From an optimization exercise on the open Yosys and OpenROAD flow, aimed at small area and few clock cycles per item; shortcuts taken in it are not production practice. Function was checked by simulation only, so behaviour that the tests miss may differ from the original. Power and IR drop assume default switching activity.

Design ordered_list_store, start of the top module:
module ordered_list_store (
   input  logic                          clock,
   input  logic                          reset,
   input  logic                          req_valid,
   output logic                          req_ready,
   input  logic        [OP_BITS-1:0]     req_operation,
   input  logic signed [VALUE_BITS-1:0]  req_value,
   input  logic signed [POS_BITS-1:0]    req_position,
   output logic                          rsp_valid,
   input  logic                          rsp_ready,
   output logic signed [VALUE_BITS-1:0]  rsp_result_word,
   output logic        [STATUS_BITS-1:0] rsp_status,
   output logic        [COUNT_BITS-1:0]  rsp_count
);
Size: roughly 2400 cells after synthesis, ~600 flip-flops, about 87 I/O pins, about 31000 sq um of cells after synthesis.
Settings: LEC_CHECK=0, CAP_MARGIN=10, CORE_MARGIN=2, CORE_UTILIZATION=40, GPL_TIMING_DRIVEN=1, PLACE_DENSITY=0.8, SLEW_MARGIN=10; clock period 6.0 ns.
standard.sh (not shown) runs the stock make flow with config.mk's settings and CLKGATE_MAP_FILE= SYNTH_SCRIPT=/design/flow/synth_recipe.tcl, a recipe that flattens the netlist after the stock synthesis.
==> flow/flow/run.sh <==
#!/bin/bash
# Own layout flow: the standard flow (standard.sh) with three changes.
#  1. Synthesis is ORFS's own, run by standard.sh, with an area-oriented ABC
#     mapping script in place of the speed script (a copy of ORFS's scripts
#     folder with only abc_speed.script replaced); registers are unchanged.
#  2. Port buffers are buf_1 cells.
#  3. Repair buffers stop at buf_6 (buf_8 and up are not used).
#  4. The clock tree uses clkbuf_16 only, larger sink clusters and no dummy
#     loads.
# Each tool's output goes to the ORFS logs under orfs/logs and to the
# flow_*.log files here.
set -euo pipefail
cd "$(dirname "$0")/.."
W=$PWD
rm -rf "$W/scripts_area"
cp -r "$FLOW_HOME/scripts" "$W/scripts_area"
cat > "$W/scripts_area/abc_speed.script" <<'ABC'
&get -n
&st
&dch -f
&nf -a -R 1000
&put
ABC
bash standard.sh SCRIPTS_DIR="$W/scripts_area" synth > flow_synth.log 2>&1
# The platform's don't-use cells, and the larger buffers.
DONT_USE="
  sky130_fd_sc_hd__probe_p_8 \
  sky130_fd_sc_hd__probec_p_8 \
  sky130_fd_sc_hd__lpflow_bleeder_1 \
  sky130_fd_sc_hd__lpflow_clkbufkapwr_1 \
  sky130_fd_sc_hd__lpflow_clkbufkapwr_16 \
  sky130_fd_sc_hd__lpflow_clkbufkapwr_2 \
  sky130_fd_sc_hd__lpflow_clkbufkapwr_4 \
  sky130_fd_sc_hd__lpflow_clkbufkapwr_8 \
  sky130_fd_sc_hd__lpflow_clkinvkapwr_1 \
  sky130_fd_sc_hd__lpflow_clkinvkapwr_16 \
  sky130_fd_sc_hd__lpflow_clkinvkapwr_2 \
  sky130_fd_sc_hd__lpflow_clkinvkapwr_4 \
  sky130_fd_sc_hd__lpflow_clkinvkapwr_8 \
  sky130_fd_sc_hd__lpflow_decapkapwr_12 \
  sky130_fd_sc_hd__lpflow_decapkapwr_3 \
  sky130_fd_sc_hd__lpflow_decapkapwr_4 \
  sky130_fd_sc_hd__lpflow_decapkapwr_6 \
  sky130_fd_sc_hd__lpflow_decapkapwr_8 \
  sky130_fd_sc_hd__lpflow_inputiso0n_1 \
  sky130_fd_sc_hd__lpflow_inputiso0p_1 \
  sky130_fd_sc_hd__lpflow_inputiso1n_1 \
  sky130_fd_sc_hd__lpflow_inputiso1p_1 \
  sky130_fd_sc_hd__lpflow_inputisolatch_1 \
  sky130_fd_sc_hd__lpflow_isobufsrc_1 \
  sky130_fd_sc_hd__lpflow_isobufsrc_16 \
  sky130_fd_sc_hd__lpflow_isobufsrc_2 \
  sky130_fd_sc_hd__lpflow_isobufsrc_4 \
  sky130_fd_sc_hd__lpflow_isobufsrc_8 \
  sky130_fd_sc_hd__lpflow_isobufsrckapwr_16 \
  sky130_fd_sc_hd__lpflow_lsbuf_lh_hl_isowell_tap_1 \
  sky130_fd_sc_hd__lpflow_lsbuf_lh_hl_isowell_tap_2 \
  sky130_fd_sc_hd__lpflow_lsbuf_lh_hl_isowell_tap_4 \
  sky130_fd_sc_hd__lpflow_lsbuf_lh_isowell_4 \
  sky130_fd_sc_hd__lpflow_lsbuf_lh_isowell_tap_1 \
  sky130_fd_sc_hd__lpflow_lsbuf_lh_isowell_tap_2 \
  sky130_fd_sc_hd__lpflow_lsbuf_lh_isowell_tap_4 \
  sky130_fd_sc_hd__buf_8 \
  sky130_fd_sc_hd__buf_12 \
  sky130_fd_sc_hd__buf_16 \
  sky130_fd_sc_hd__bufbuf_8 \
  sky130_fd_sc_hd__bufbuf_16"
bash standard.sh \
  "DONT_USE_CELLS=$(echo $DONT_USE)" \
  "CTS_ARGS=-sink_clustering_enable -repair_clock_nets -dont_use_dummy_load -buf_list sky130_fd_sc_hd__clkbuf_16 -sink_clustering_size 30 -sink_clustering_max_diameter 80" \
  "BUFFER_PORTS_ARGS=-buffer_cell sky130_fd_sc_hd__buf_1" \
  finish > flow_layout.log 2>&1
Testbench counts at the start, summed over its fixed seeds: cycles 16,008, items 16,000.
Then changed:
--- a/flow/flow/run.sh
+++ b/flow/flow/run.sh
@@ -5,3 +5,3 @@
 #     folder with only abc_speed.script replaced); registers are unchanged.
-#  2. Port buffers are buf_1 cells.
+#  2. Port buffers are buf_2 cells.
 #  3. Repair buffers stop at buf_6 (buf_8 and up are not used).
@@ -70,3 +70,3 @@
   "CTS_ARGS=-sink_clustering_enable -repair_clock_nets -dont_use_dummy_load -buf_list sky130_fd_sc_hd__clkbuf_16 -sink_clustering_size 30 -sink_clustering_max_diameter 80" \
-  "BUFFER_PORTS_ARGS=-buffer_cell sky130_fd_sc_hd__buf_1" \
+  "BUFFER_PORTS_ARGS=-buffer_cell sky130_fd_sc_hd__buf_2" \
   finish > flow_layout.log 2>&1
- GPL_TIMING_DRIVEN: 1 -> 0
- PLACE_DENSITY: 0.8 -> default
The changed run finished clean.
Routed wire length came out lower by 2.6%.
Setup slack improves by 0.035 ns.
Total power came out higher by 2.9%.
Cell count came out lower by 0.98%.
Utilization came out higher by 0.27 points.
Maximum frequency rose by 0.61%.
Global-route usage fell by 0.30 points.
Area after synthesis does not change.
Via count came out lower by 5.1%.

* * *

ordered_list_store, a different RTL version from the one above (not shown whole).
Size in the first run: about 590 flip-flops, about 87 I/O pins, ~0.030 sq mm of cells after synthesis.
Design ordered_list_store, start of the top module:
module ordered_list_store (
   input  logic                          clock,
   input  logic                          reset,
   input  logic                          req_valid,
   output logic                          req_ready,
   input  logic        [OP_BITS-1:0]     req_operation,
   input  logic signed [VALUE_BITS-1:0]  req_value,
   input  logic signed [POS_BITS-1:0]    req_position,
   output logic                          rsp_valid,
   input  logic                          rsp_ready,
   output logic signed [VALUE_BITS-1:0]  rsp_result_word,
   output logic        [STATUS_BITS-1:0] rsp_status,
   output logic        [COUNT_BITS-1:0]  rsp_count
);
   localparam int D = 16;
   logic [4:0]  count_ff;
   logic [3:0]  ord   [D];
   logic [31:0] slot  [D];
   logic        rsp_valid_ff;
   logic [2:0]  rsp_status_ff;
   logic [3:0]  rsp_sel_ff;
   logic        rsp_data_ff;
   logic        accept;
   assign req_ready = !rsp_valid_ff || rsp_ready;
   assign accept    = req_valid && req_ready;
   logic [2:0]  op;
   logic        is_ins, is_pop, is_popf, is_read, is_find;
   logic        full, empty;
   logic        pos_neg, pos_lt;      
   logic        ins_ok, pop_ok, read_ok;
  ...
clock: 6.0 ns
lec_check: 0
cap_margin: 20
core_margin: 2
core_utilization: 40
gpl_timing_driven: 0
slew_margin: 20
==> flow/flow/run.sh <==
#!/bin/bash
# Own layout flow: the standard flow (standard.sh) with three changes.
#  1. Synthesis is ORFS's own, run by standard.sh, with an area-oriented ABC
#     mapping script in place of the speed script (a copy of ORFS's scripts
#     folder with only abc_speed.script replaced); registers are unchanged.
#  2. Port buffers are buf_2 cells.
#  3. The clock tree uses clkbuf_16 only, larger sink clusters and no dummy
#     loads.
# Each tool's output goes to the ORFS logs under orfs/logs and to the
# flow_*.log files here.
set -euo pipefail
cd "$(dirname "$0")/.."
W=$PWD
rm -rf "$W/scripts_area"
cp -r "$FLOW_HOME/scripts" "$W/scripts_area"
cat > "$W/scripts_area/abc_speed.script" <<'ABC'
&get -n
&st
&deepsyn -T 60
&dch -f
&nf -a -R 1000
&put
ABC
bash standard.sh SCRIPTS_DIR="$W/scripts_area" synth > flow_synth.log 2>&1
bash standard.sh \
  "CTS_ARGS=-sink_clustering_enable -repair_clock_nets -dont_use_dummy_load -buf_list sky130_fd_sc_hd__clkbuf_16 -sink_clustering_size 25 -sink_clustering_max_diameter 70" \
  "BUFFER_PORTS_ARGS=-buffer_cell sky130_fd_sc_hd__buf_2" \
  finish > flow_layout.log 2>&1
The starting point finished but fails on setup timing.
Testbench counts at the start, summed over its fixed seeds: cycles 16,008, items 16,000.
==> next run, changes <==
--- a/flow/flow/run.sh
+++ b/flow/flow/run.sh
@@ -19 +18,0 @@
-&deepsyn -T 60
- Now the flow finished clean
- power decreases by 16%
- final area is lower by 0.54%
- combinational power is lower by 51%
- non-clock buffer count drops by 30
- sequential power goes down by 4.5%
- worst hold slack stays flat
- wire length came out lower by 49%
- clock power goes down by 9.6%
==> next run, changes <==
--- a/flow/flow/run.sh
+++ b/flow/flow/run.sh
@@ -25 +25 @@
-  "CTS_ARGS=-sink_clustering_enable -repair_clock_nets -dont_use_dummy_load -buf_list sky130_fd_sc_hd__clkbuf_16 -sink_clustering_size 25 -sink_clustering_max_diameter 70" \
+  "CTS_ARGS=-sink_clustering_enable -repair_clock_nets -dont_use_dummy_load -buf_list sky130_fd_sc_hd__clkbuf_16 -sink_clustering_size 30 -sink_clustering_max_diameter 60" \
Effect: Synthesized cell count is unchanged; synthesized area does not change; power rises by 5.0%; routed wire length grows by 0.31%; global-route usage stays flat.

* * *

ordered_list_store with an RTL version that a note above also has.
Size in the first run: roughly 600 flip-flops, about 31000 um2 of cells after synthesis.
==> flow/config.mk <==
export PLATFORM = sky130hd
export DESIGN_NAME = ordered_list_store
export DESIGN_NICKNAME = ordered_list_store
export VERILOG_FILES = /design/flow/design.v
export SDC_FILE = /design/flow/constraint.sdc
export NUM_CORES = 4
export LEC_CHECK = 0
export CAP_MARGIN = 20
export CORE_MARGIN = 2
export CORE_UTILIZATION = 50
export GPL_TIMING_DRIVEN = 0
export PLACE_DENSITY = 0.65
export SLEW_MARGIN = 20
==> flow/constraint.sdc <==
create_clock -name core_clock -period 6.0 [get_ports {clock}]
set_input_delay 1.2000 -clock core_clock [delete_from_list [all_inputs] [get_ports {clock}]]
set_output_delay 1.2000 -clock core_clock [all_outputs]
set_load 0.01 [all_outputs]
==> flow/flow/run.sh <==
#!/bin/bash
# Own layout flow: the standard flow (standard.sh) with three changes.
#  1. Synthesis is ORFS's own, run by standard.sh, with an area-oriented ABC
#     mapping script in place of the speed script (a copy of ORFS's scripts
#     folder with only abc_speed.script replaced); registers are unchanged.
#  2. Port buffers are buf_2 cells.
#  3. The clock tree uses clkbuf_16 only, larger sink clusters and no dummy
#     loads.
# Each tool's output goes to the ORFS logs under orfs/logs and to the
# flow_*.log files here.
set -euo pipefail
cd "$(dirname "$0")/.."
W=$PWD
rm -rf "$W/scripts_area"
cp -r "$FLOW_HOME/scripts" "$W/scripts_area"
cat > "$W/scripts_area/abc_speed.script" <<'ABC'
&get -n
&st
&dch -f
&nf -a -R 1000
&put
ABC
bash standard.sh SCRIPTS_DIR="$W/scripts_area" synth > flow_synth.log 2>&1
bash standard.sh \
  "CTS_ARGS=-sink_clustering_enable -repair_clock_nets -dont_use_dummy_load -buf_list sky130_fd_sc_hd__clkbuf_16 -sink_clustering_size 25 -sink_clustering_max_diameter 70" \
  "BUFFER_PORTS_ARGS=-buffer_cell sky130_fd_sc_hd__buf_2" \
  finish > flow_layout.log 2>&1
The first run finished with timing, DRC and antenna clean.
Testbench counts at the start, summed over its fixed seeds: cycles 16,008, items 16,000.
==> next run, changes <==
--- a/flow/flow/run.sh
+++ b/flow/flow/run.sh
@@ -6,3 +6,4 @@
 #  2. Port buffers are buf_2 cells.
-#  3. The clock tree uses clkbuf_16 only, larger sink clusters and no dummy
+#  3. Repair buffers stop at buf_6 (buf_8 and up are not used).
+#  4. The clock tree uses clkbuf_16 only, larger sink clusters and no dummy
 #     loads.
@@ -23,2 +24,3 @@
 bash standard.sh SCRIPTS_DIR="$W/scripts_area" synth > flow_synth.log 2>&1
+DONT_USE_CELLS="sky130_fd_sc_hd__buf_8 sky130_fd_sc_hd__buf_12 sky130_fd_sc_hd__buf_16 sky130_fd_sc_hd__bufbuf_8 sky130_fd_sc_hd__bufbuf_16" \
 bash standard.sh \
--- a/flow/config.mk
+++ b/flow/config.mk
@@ -7,7 +7,6 @@
 export LEC_CHECK = 0
-export CAP_MARGIN = 20
+export CAP_MARGIN = 10
 export CORE_MARGIN = 2
-export CORE_UTILIZATION = 50
+export CORE_UTILIZATION = 40
 export GPL_TIMING_DRIVEN = 0
-export PLACE_DENSITY = 0.65
-export SLEW_MARGIN = 20
+export SLEW_MARGIN = 10
Result: The changed run ran to the end with no violations; non-clock buffer count shrinks by 7; setup slack gets better by 0.16 ns; total power shrinks by 0.85%; first-iteration DRC count shrinks by 12%; design area stays flat; clock skew grows by 0.017 ns; wire length grows by 0.94%; critical path depth shrinks by 2; global-route usage shrinks by 6.0 points; fmax grows by 2.8%; combinational power hardly moves.

## separate check: timing with driven ports
The flow's constraints put no driver on any port. The routed layouts listed below were extracted and timed again, unchanged, in two steps. Step 1 (the two cells are an assumption about what drives the block):
set clk [get_ports {clock}]
set_driving_cell -lib_cell sky130_fd_sc_hd__clkbuf_16 $clk
set_driving_cell -lib_cell sky130_fd_sc_hd__buf_2 [delete_from_list [all_inputs] $clk]
Step 2 also shifts input and output timing later by t, the mid clock arrival at the registers, as if the neighbouring blocks saw the same clock. Slacks: no drivers / after step 1 / after step 2; pairs: no drivers / after step 1.
run	t, ns	slack for setup (ns)	worst setup path after step 2
the first run of note 1	0.668	0.239 / 0.175 / 0.648	input to register
the second run of note 1	0.623	0.274 / 0.204 / 0.306	input to register
the first run of note 2	0.683	-0.087 / -0.037 / -0.720	input to register
the second run of note 2	0.626	0.238 / 0.280 / -0.346	input to register
the third run of note 2	0.653	0.236 / 0.278 / -0.375	input to register
the first run of note 3	0.650	0.144 / 0.077 / 0.319	input to register
the second run of note 3	0.631	0.302 / 0.237 / 0.229	input to register
With both steps, setup timing fails in the second run of note 2 and the third run of note 2, where it was met with ideal ports. The setup slack of the first run of note 2, which loses most, moves by +0.050 ns with the drivers and by -0.633 ns with both steps.
